What follows belongs to an exercise in optimizing a design on an open flow for small area, a short achievable clock period and few clock cycles; a production flow would make more cautious choices. Only simulation tests tie the RTL to the original design; equivalence was not proved.

**run.sh**
```bash
#!/bin/bash
# synth_recipe.tcl (not shown) runs the flow's synth.tcl, then flattens the netlist and writes it again
# the make line also repeats each setting of config.mk as NAME=value (left out here)
make -C /OpenROAD-flow-scripts/flow DESIGN_CONFIG=/design/flow/config.mk WORK_HOME=/design/flow/orfs CLKGATE_MAP_FILE= SYNTH_SCRIPT=/design/flow/synth_recipe.tcl finish
```
**config.mk**
```make
export PLATFORM = sky130hd
export DESIGN_NAME = kalman_tilt_angle_filter_unit
export DESIGN_NICKNAME = kalman_tilt_angle_filter_unit
export VERILOG_FILES = /design/flow/design.v
export SDC_FILE = /design/flow/constraint.sdc
export NUM_CORES = 4
export LEC_CHECK = 0
export CAP_MARGIN = 20
export CORE_MARGIN = 2
export CORE_UTILIZATION = 35
export PLACE_DENSITY = 0.5
export SLEW_MARGIN = 20
```
**constraint.sdc**
```tcl
create_clock -name core_clock -period 22.0 [get_ports {clk_i}]
set_input_delay 4.4000 -clock core_clock [delete_from_list [all_inputs] [get_ports {clk_i}]]
set_output_delay 4.4000 -clock core_clock [all_outputs]
set_load 0.01 [all_outputs]
```
**design.v**
```verilog
`default_nettype none
package ktaf_pkg;
  localparam int DataWidthDef = 32;
  localparam int FracBitsDef  = 16;
  localparam int CfgBits      = 24;
  localparam int IdxBits      = 2;
  localparam logic [IdxBits-1:0] RegQAngle = 2'd0;
  localparam logic [IdxBits-1:0] RegQBias  = 2'd1;
  localparam logic [IdxBits-1:0] RegR      = 2'd2;
  localparam logic [IdxBits-1:0] RegDt     = 2'd3;
  localparam logic [CfgBits-1:0] QAngleRst = 24'd16777;
  localparam logic [CfgBits-1:0] QBiasRst  = 24'd50332;
  localparam logic [CfgBits-1:0] RRst      = 24'd8388608;
  localparam logic [CfgBits-1:0] DtRst     = 24'd335544;
endpackage
`default_nettype wire
`default_nettype none
import ktaf_pkg::*;
module kalman_tilt_angle_filter_unit
#(
  parameter int DATA_WIDTH = DataWidthDef,
  parameter int FRAC_BITS  = FracBitsDef
) (
  input  logic                    clk_i,
  input  logic                    rst_ni,
  input  logic                    s_axis_tvalid,
  output logic                    s_axis_tready,
  input  logic [2*DATA_WIDTH-1:0] s_axis_tdata,
  output logic                    m_axis_tvalid,
  input  logic                    m_axis_tready,
  output logic [2*DATA_WIDTH-1:0] m_axis_tdata,
  input  logic                    cfg_we_i,
  input  logic [IdxBits-1:0]      cfg_idx_i,
  input  logic [CfgBits-1:0]      cfg_data_i
);
  localparam logic [3:0] OP_M1 = 4'd0;   
  localparam logic [3:0] OP_M2 = 4'd1;   
  localparam logic [3:0] OP_M3 = 4'd2;   
  localparam logic [3:0] OP_M4 = 4'd3;   
  localparam logic [3:0] OP_M5 = 4'd4;   
  localparam logic [3:0] OP_D1 = 4'd5;   
  localparam logic [3:0] OP_D2 = 4'd6;   
  localparam logic [3:0] OP_D3 = 4'd7;   
  localparam logic [3:0] OP_D4 = 4'd8;   
  localparam logic [3:0] OP_D5 = 4'd9;   
  localparam logic [2:0] PH_IDLE = 3'd0;
  localparam logic [2:0] PH_MUL  = 3'd1;
  localparam logic [2:0] PH_DIV  = 3'd2;
  localparam logic [2:0] PH_WB   = 3'd3;
  localparam logic [2:0] PH_OUT  = 3'd4;
  localparam logic signed [34:0] SatHi = 35'sd2147483647;
  localparam logic signed [34:0] SatLo = -35'sd2147483648;
  logic [23:0] qa_q, qb_q, dt_q;
  logic [16:0] rr_q;   
  logic signed [32:0] p00_q;
  logic signed [31:0] p01_q, p11_q, ang_q, bias_q;
  logic signed [31:0] gyr_q;
  logic signed [32:0] mes_q;
  logic signed [32:0] e_q;
  logic [65:0] acc_q;
  logic [31:0] ma_q, mb_q;
  logic [5:0]  cnt_q;
  logic        neg_q, started_q, ovf_q, first_q, errp_q;
  logic [3:0]  op_q;
  logic [2:0]  ph_q;
  logic        rdy_q, vld_q;
  assign s_axis_tready = rdy_q;
  assign m_axis_tvalid = vld_q;
  assign m_axis_tdata  = {gyr_q, ang_q};
  always_ff @(posedge clk_i or negedge rst_ni) begin
    if (!rst_ni) begin
      qa_q <= QAngleRst;
      qb_q <= QBiasRst;
      rr_q <= RRst[23:7];
      dt_q <= DtRst;
    end else if (cfg_we_i) begin
      case (cfg_idx_i)
        RegQAngle: qa_q <= cfg_data_i;
        RegQBias:  qb_q <= cfg_data_i;
        RegR:      rr_q <= cfg_data_i[23:7];
        default:   dt_q <= cfg_data_i;
      endcase
    end
  end
  logic signed [32:0] g;         
  logic signed [31:0] g_sat;
  assign g = 33'(gyr_q) - 33'(bias_q);
  assign g_sat = (g > 33'sd2147483647) ? 32'sh7fffffff :
                 (g < -33'sd2147483648) ? 32'sh80000000 : g[31:0];
  logic [3:0]         op_n;
  logic signed [32:0] sa, sb;
  logic [5:0]         cnt_n;
  logic               inv_n;
  always_comb begin
    sa = 33'(dt_q); sb = 33'({qa_q, 8'd0}); cnt_n = 6'd24; inv_n = 1'b0;
    case (op_n)
      OP_M1: begin sa = 33'(dt_q); sb = 33'({qa_q, 8'd0}); cnt_n = 6'd24; end
      OP_M2: begin sa = 33'(dt_q); sb = 33'(p01_q); cnt_n = 6'd32; inv_n = 1'b1; end
      OP_M3: begin sa = 33'(dt_q); sb = 33'(p11_q); cnt_n = 6'd32; inv_n = 1'b1; end
      OP_M4: begin sa = 33'(dt_q); sb = 33'({qb_q, 8'd0}); cnt_n = 6'd24; end
      OP_M5: begin sa = g;         sb = 33'({dt_q, 8'd0}); cnt_n = 6'd24; end
      OP_D1: begin sa = 33'(p01_q); sb = 33'(p01_q); cnt_n = 6'd32; inv_n = 1'b1; end
      OP_D2: begin sa = mes_q;     sb = p00_q; cnt_n = 6'd32; end
      OP_D3: begin sa = mes_q;     sb = 33'(p01_q); cnt_n = 6'd32; end
      OP_D4: begin sa = p00_q;     sb = 33'(p01_q); cnt_n = 6'd32; inv_n = 1'b1; end
      default: begin sa = p00_q;   sb = p00_q; cnt_n = 6'd32; inv_n = 1'b1; end
    endcase
  end
  logic [32:0] sa_mag, sb_mag;
  assign sa_mag = sa[32] ? 33'(-sa) : sa;
  assign sb_mag = sb[32] ? 33'(-sb) : sb;
  logic [65:0] mul_nxt, mul_t1;
  logic [34:0] lo1, lo2;
  always_comb begin
    lo1 = {1'b0, acc_q[32:0], 1'b0} + {1'b0, (mb_q[31] ? ma_q : 32'd0), 2'b00};
    mul_t1 = {acc_q[64:33] + 32'(lo1[34]), lo1[33:0]};
    lo2 = {1'b0, mul_t1[32:0], 1'b0} + {1'b0, (mb_q[30] ? ma_q : 32'd0), 2'b00};
    mul_nxt = {mul_t1[64:33] + 32'(lo2[34]), lo2[33:0]};
  end
  logic [65:0] div_nxt;
  logic [31:0] rem1, rem2;
  logic [33:0] dd1, dd2;
  logic [33:0] df1, df2;
  logic        dovf;
  always_comb begin
    df1  = {1'b0, acc_q[65:34], acc_q[33]} - {2'b00, e_q[31:0]};
    rem1 = df1[33] ? {acc_q[64:34], acc_q[33]} : df1[31:0];
    dd1  = {acc_q[32:0], ~df1[33]};
    df2  = {1'b0, rem1, dd1[33]} - {2'b00, e_q[31:0]};
    rem2 = df2[33] ? {rem1[30:0], dd1[33]} : df2[31:0];
    dd2  = {dd1[32:0], ~df2[33]};
    div_nxt = {rem2, dd2};
    dovf = acc_q[65:34] >= e_q[31:0];
  end
  logic signed [34:0] wx;
  logic [31:0]        wy;
  logic               wr;
  logic signed [34:0] wsum;
  logic signed [31:0] wsat;
  always_comb begin
    case (op_q)
      OP_M1, OP_M2:   wx = 35'(p00_q);
      OP_M3, OP_D4:   wx = 35'(p01_q);
      OP_M4, OP_D1:   wx = 35'(p11_q);
      OP_M5, OP_D2:   wx = 35'(ang_q);
      OP_D3:          wx = 35'(bias_q);
      default:        wx = 35'(p00_q);
    endcase
    case (op_q)
      OP_M1, OP_M4:        begin wy = acc_q[65:34]; wr = acc_q[33]; end
      OP_M2:               begin wy = acc_q[56:25]; wr = acc_q[24]; end
      OP_M3, OP_M5:        begin wy = acc_q[57:26]; wr = acc_q[25]; end
      default:             begin wy = acc_q[33:2];  wr = acc_q[1];  end
    endcase
    wsum = wx + (neg_q ? ~(35'(wy)) : 35'(wy)) + 35'(neg_q ^ wr);
    if (ovf_q)             wsat = neg_q ? 32'sh80000000 : 32'sh7fffffff;
    else if (wsum > SatHi) wsat = 32'sh7fffffff;
    else if (wsum < SatLo) wsat = 32'sh80000000;
    else                   wsat = wsum[31:0];
  end
  logic skip8, skip4;
  assign skip8 = !started_q && (mb_q[31:24] == 8'd0) && (cnt_q >= 6'd8);
  assign skip4 = !started_q && (mb_q[31:28] == 4'd0);
  always_comb begin
    op_n = op_q + 4'd1;
    if (ph_q == PH_IDLE || ph_q == PH_OUT) op_n = OP_M1;
  end
  logic signed [32:0] e_n;
  assign e_n = {p00_q[31], p00_q[31:0]} + 33'(rr_q[16:1]) + 33'(rr_q[0]);
  always_ff @(posedge clk_i or negedge rst_ni) begin
    if (!rst_ni) begin
      ph_q   <= PH_IDLE;
      rdy_q  <= 1'b1;
      vld_q  <= 1'b0;
      ang_q  <= '0;
      bias_q <= '0;
      p00_q  <= 33'sd65536;
      p01_q  <= '0;
      p11_q  <= 32'sd65536;
    end else begin
      case (ph_q)
        PH_IDLE: begin
          if (s_axis_tvalid) begin
            ph_q  <= PH_MUL;
            rdy_q <= 1'b0;
          end
        end
        PH_MUL: begin
          if (errp_q && e_q <= 0) begin
            ph_q  <= PH_OUT;
            vld_q <= 1'b1;
          end else if (cnt_q <= 6'd2 && !skip8 && !skip4 || cnt_q == 6'd4 && skip4 || cnt_q == 6'd8 && skip8) begin
            ph_q <= (op_q >= OP_D1) ? PH_DIV : PH_WB;
          end
        end
        PH_DIV: begin
          if (first_q && dovf) ph_q <= PH_WB;
          else if (cnt_q == 6'd2) ph_q <= PH_WB;
        end
        PH_WB: begin
          case (op_q)
            OP_M1:        p00_q <= wsum[32:0];
            OP_M2, OP_D5: p00_q <= 33'(wsat);
            OP_M3, OP_D4: p01_q <= wsat;
            OP_M4, OP_D1: p11_q <= wsat;
            OP_M5, OP_D2: ang_q <= wsat;
            OP_D3:        bias_q <= wsat;
            default: ;
          endcase
          if (op_q == OP_D5) begin
            ph_q  <= PH_OUT;
            vld_q <= 1'b1;
          end else begin
            ph_q <= PH_MUL;
          end
        end
        default: begin   
          if (m_axis_tready) begin
            vld_q <= 1'b0;
            rdy_q <= 1'b1;
            ph_q  <= PH_IDLE;
          end
        end
      endcase
    end
  end
  always_ff @(posedge clk_i) begin
    if (rdy_q) begin
      gyr_q <= s_axis_tdata[63:32];
      mes_q <= {s_axis_tdata[31], s_axis_tdata[31:0]};
    end
    case (ph_q)
      PH_MUL: begin
        if (errp_q) begin
          errp_q <= 1'b0;
          mes_q  <= mes_q - 33'(ang_q);
          if (e_q <= 0) gyr_q <= g_sat;
        end
        if (skip8) begin
          mb_q  <= {mb_q[23:0], 8'd0};
          cnt_q <= cnt_q - 6'd8;
        end else if (skip4) begin
          mb_q  <= {mb_q[27:0], 4'd0};
          cnt_q <= cnt_q - 6'd4;
        end else begin
          started_q <= 1'b1;
          mb_q  <= {mb_q[29:0], 2'd0};
          acc_q <= mul_nxt;
          cnt_q <= cnt_q - 6'd2;
        end
        if (cnt_q <= 6'd2 && !skip8 && !skip4 || cnt_q == 6'd4 && skip4 || cnt_q == 6'd8 && skip8) begin
          cnt_q   <= 6'd34;
          first_q <= 1'b1;
        end
      end
      PH_DIV: begin
        first_q <= 1'b0;
        acc_q   <= div_nxt;
        cnt_q   <= cnt_q - 6'd2;
        if (first_q && dovf) ovf_q <= 1'b1;
      end
      default: begin
        ma_q      <= sa_mag[31:0];
        mb_q      <= sb_mag[31:0];
        neg_q     <= sa[32] ^ sb[32] ^ inv_n;
        cnt_q     <= cnt_n;
        acc_q     <= '0;
        started_q <= 1'b0;
        ovf_q     <= 1'b0;
        if (ph_q == PH_WB && op_q == OP_M5) begin
          errp_q <= 1'b1;
          e_q    <= e_n;
        end else begin
          errp_q <= 1'b0;
        end
        if (ph_q == PH_WB && op_q == OP_D5) gyr_q <= g_sat;
        if (ph_q == PH_WB) op_q <= op_n;
        else op_q <= OP_M1;
      end
    endcase
  end
endmodule
`default_nettype wire
```
==> summary.txt <==
Congestion Overflow GR: 0
Initial Utilization: 0.353
Detailed Route WL: 178 mm
Fmax: 120 MHz
Average wire per standard cell: 27.2 um
Async S/R FF share, synth: 0.513
Total negative slack: 0 ns
Final Max Tran Viols: 0
Worst min path class: reg -> reg
Most frequent cells in the layout: 498 x nand2_1, 368 x o21ai_0, 324 x a21oi_1, 311 x nor2_1, 287 x ha_1
Kind of critical path: reg -> reg
WP data arrival: 8.74 ns
Worst Tran Pin Value: 1.22 ns
Std cell rows: 127
IO Port Bufs: 160
CP Capture Type: flip-flop
Post-CTS Setup Repair Bufs: 0
Cells after Synth: 4875
DIE WIDTH: 352 um
Post-synthesis register bit count: 497
CTS Sinks: 497
P&R area growth vs syn: 12.3%
CP startpoint: mb_q[31]$_DFFE_PN_
Crit share post-route: 0.378
Nets: 5275
First-pass GRT wire length: 257 mm
Data required time of the worst path: 22.42 ns
CTS tree: yes
Syn_nets: 5267
Max-slew headroom: 0.178
Chip Height: 352 um
Final Instance Count excl. Fillers: 6549
Crit path to: acc_q[65]$_DFFE_PP_
Seq/Total Area, Yosys: 0.307
Hold_ws: 0.504 ns
RSZ-0062 raised after global routing: false
R2R depth: 32
Floorplan core area: 120000 um^2
Bufs on Longest Clock Path: 3
Final min period: 8.32 ns
Die area: 124000 um^2
Crit-path max FO: 32
Reg-to-reg critical path startpoint: mb_q[31]$_DFFE_PN_
Worst Hold Depth: 1
CTS buffer count: 61
Number of cells after detailed placement: 6432
R2r endpoint: acc_q[65]$_DFFE_PP_
GPL Wtd Cong: 1.02
Setup violators final: 0
CTS root buffer: clkbuf_16
Startpoint Class: flip-flop
Via count: 39.1k
Syn Std Cell Area: 42300 um^2
Worst path slowest cell: nor4b_1
Gr usage total: 0.282
DRT antenna net count: 0
DP HPWL: 139 mm
Largest net degree at the start of global routing: 105
CP peak stage delay: 0.65 ns
Initial antenna violation count: 6
Worst R2R Setup Slack: 13.68 ns
Library cells used by synthesis: 109
Cts repair resizes: 0
CTS clock-pin slew for the worst setup and hold paths: 0.06 ns
DRC Markers: 0
Ys flop type: dfrtp_1
Clock skew: 0.0671 ns
Most common cell after layout, fill and taps aside: nand2_1
Vias in the first global route: 36.9k
Drt pass-1 iters: 13
Synth Warn #: 1
Syn avg cell area: 8.68 um^2
Share of cells above drive strength 1: 0.0942
H-tree levels: 2
End-of-flow core utilization: 0.396
Max cap viols: 0
Endpoints failing hold: 0
EDFF count, synth: 174
Clock latency on the worst-skew pair: 0.73 ns
Status: timing/DRC/antenna clean
DR iter-0 viols: 4127
Ports: 161
# hold bufs at CTS: 0
Vias per inst: 5.97
==> sequential cells by signal, summed over array words and instances (netlist names), 4 cells and up <==
name	flops
acc_q	66
ang_q	32
bias_q	32
cnt_q	5
dt_q	24
e_q	33
gyr_q	32
ma_q	32
mb_q	32
mes_q	33
op_q	4
p00_q	33
p01_q	32
p11_q	32
qa_q	24
qb_q	24
rr_q	17
==> metal layers <==
metal  up-vias  wire (um)  share of wire  track usage
li1      18131          -              -            -
met1     19039      75700           0.43        0.373
met2      1579      79000           0.44        0.444
met3       312      12600          0.071       0.0435
met4         4      10700          0.060        0.147
met5         -         31        0.00017            0
==> critical path, delay by kind of cell, from the launching register on <==
family / cells / cell delay, ns
AO/OA/AOI/OAI: 13 / 3.60
AND/OR/NAND/NOR: 13 / 2.79
adder cells (fa/ha/maj): 3 / 0.79
flip-flops: 1 / 0.40
buffers and inverters: 1 / 0.24
XOR/XNOR: 2 / 0.23
==> area by class of cell <==
class | instances | area [um^2]
antenna | 1 | 2.50
clock buffer | 85 | 1750
clock inverter | 31 | 387
fill | 12220 | 72400
inverter | 219 | 822
multi-input combinational | 3877 | 27400
sequential | 497 | 13000
tap | 1612 | 2020
timing repair buffer | 227 | 2120
==> synthesized netlist by cell type, types with 51 or more instances <==
master	count	share of area
nor2_1	315	0.028
nand3_1	79	0.0093
xor2_1	131	0.027
a222oi_1	73	0.017
a31oi_1	75	0.011
ha_1	287	0.085
inv_1	217	0.019
xnor2_1	221	0.046
mux2i_1	126	0.030
and2_1	94	0.014
dfxtp_1	68	0.032
a21oi_1	327	0.039
nand2_1	499	0.044
a221o_1	51	0.012
mux2_2	181	0.048
nor3_1	66	0.0078
o21ai_0	370	0.044
clkbuf_1	220	0.020
nor2b_1	64	0.0095
dfrtp_1	229	0.14
a21o_1	108	0.019
edfxtp_1	174	0.12
==> kinds of logic after synthesis <==
| kind of cell | share of synthesized area |
|---|---|
| flip-flops | 0.307 |
| AND/OR/NAND/NOR | 0.159 |
| XOR/XNOR | 0.0736 |
| buffers and inverters | 0.0474 |
| adder cells (fa/ha/maj) | 0.0943 |
| multiplexers | 0.0780 |
| AO/OA/AOI/OAI | 0.240 |
==> how the worst min path moves through the flow <==
stage	from	to
after global placement	p11_q[6]$_DFFE_PN0P_	p11_q[6]$_DFFE_PN0P_
after global routing	qb_q[19]$_DFFE_PN0P_	qb_q[19]$_DFFE_PN0P_
after floorplan	bias_q[12]$_DFFE_PN0P_	bias_q[12]$_DFFE_PN0P_
after detailed placement	qb_q[19]$_DFFE_PN0P_	qb_q[19]$_DFFE_PN0P_
after CTS	qb_q[19]$_DFFE_PN0P_	qb_q[19]$_DFFE_PN0P_
final	qb_q[19]$_DFFE_PN0P_	qb_q[19]$_DFFE_PN0P_
==> stage by stage <==
step	instance area (um^2)	setup slack, ns
2_1_floorplan	42300	14.92
3_3_place_gp	45400	13.75
3_5_place_dp	45400	13.72
4_1_cts	47500	13.64
5_1_grt	47500	12.90
6_report	47500	13.68
Testbench counts, summed over its fixed seeds: cycles 74,329.

-- separate check: timing with driven ports --
How much do the figures lean on ideal ports? The routed layout below was timed once more, with nothing changed but the port constraints.
Step 1 assumes that a clkbuf_16 drives the clock port and a buf_2 every other input.
Step 2 adds t to the input delays and takes it off the output delays; t is the mean of the earliest and latest rising clock arrival at the registers after step 1. Input paths then give back, and output paths get back, about the clock's delay inside the block.
Slacks: no drivers / after step 1 / after step 2; pairs: no drivers / after step 1.
shift t [ns]: 0.766
slack for setup (ns): 13.678 / 13.678 / 13.678
worst setup path after step 2: register to register
slew at the worst register clock pin (ns): 0.07 / 0.07
worst slew at a driven data input, ns: 0.06
After both steps setup and hold are still met in this run. For this run, drivers alone change the setup slack by 0.000 ns; drivers and shift together by 0.000 ns.
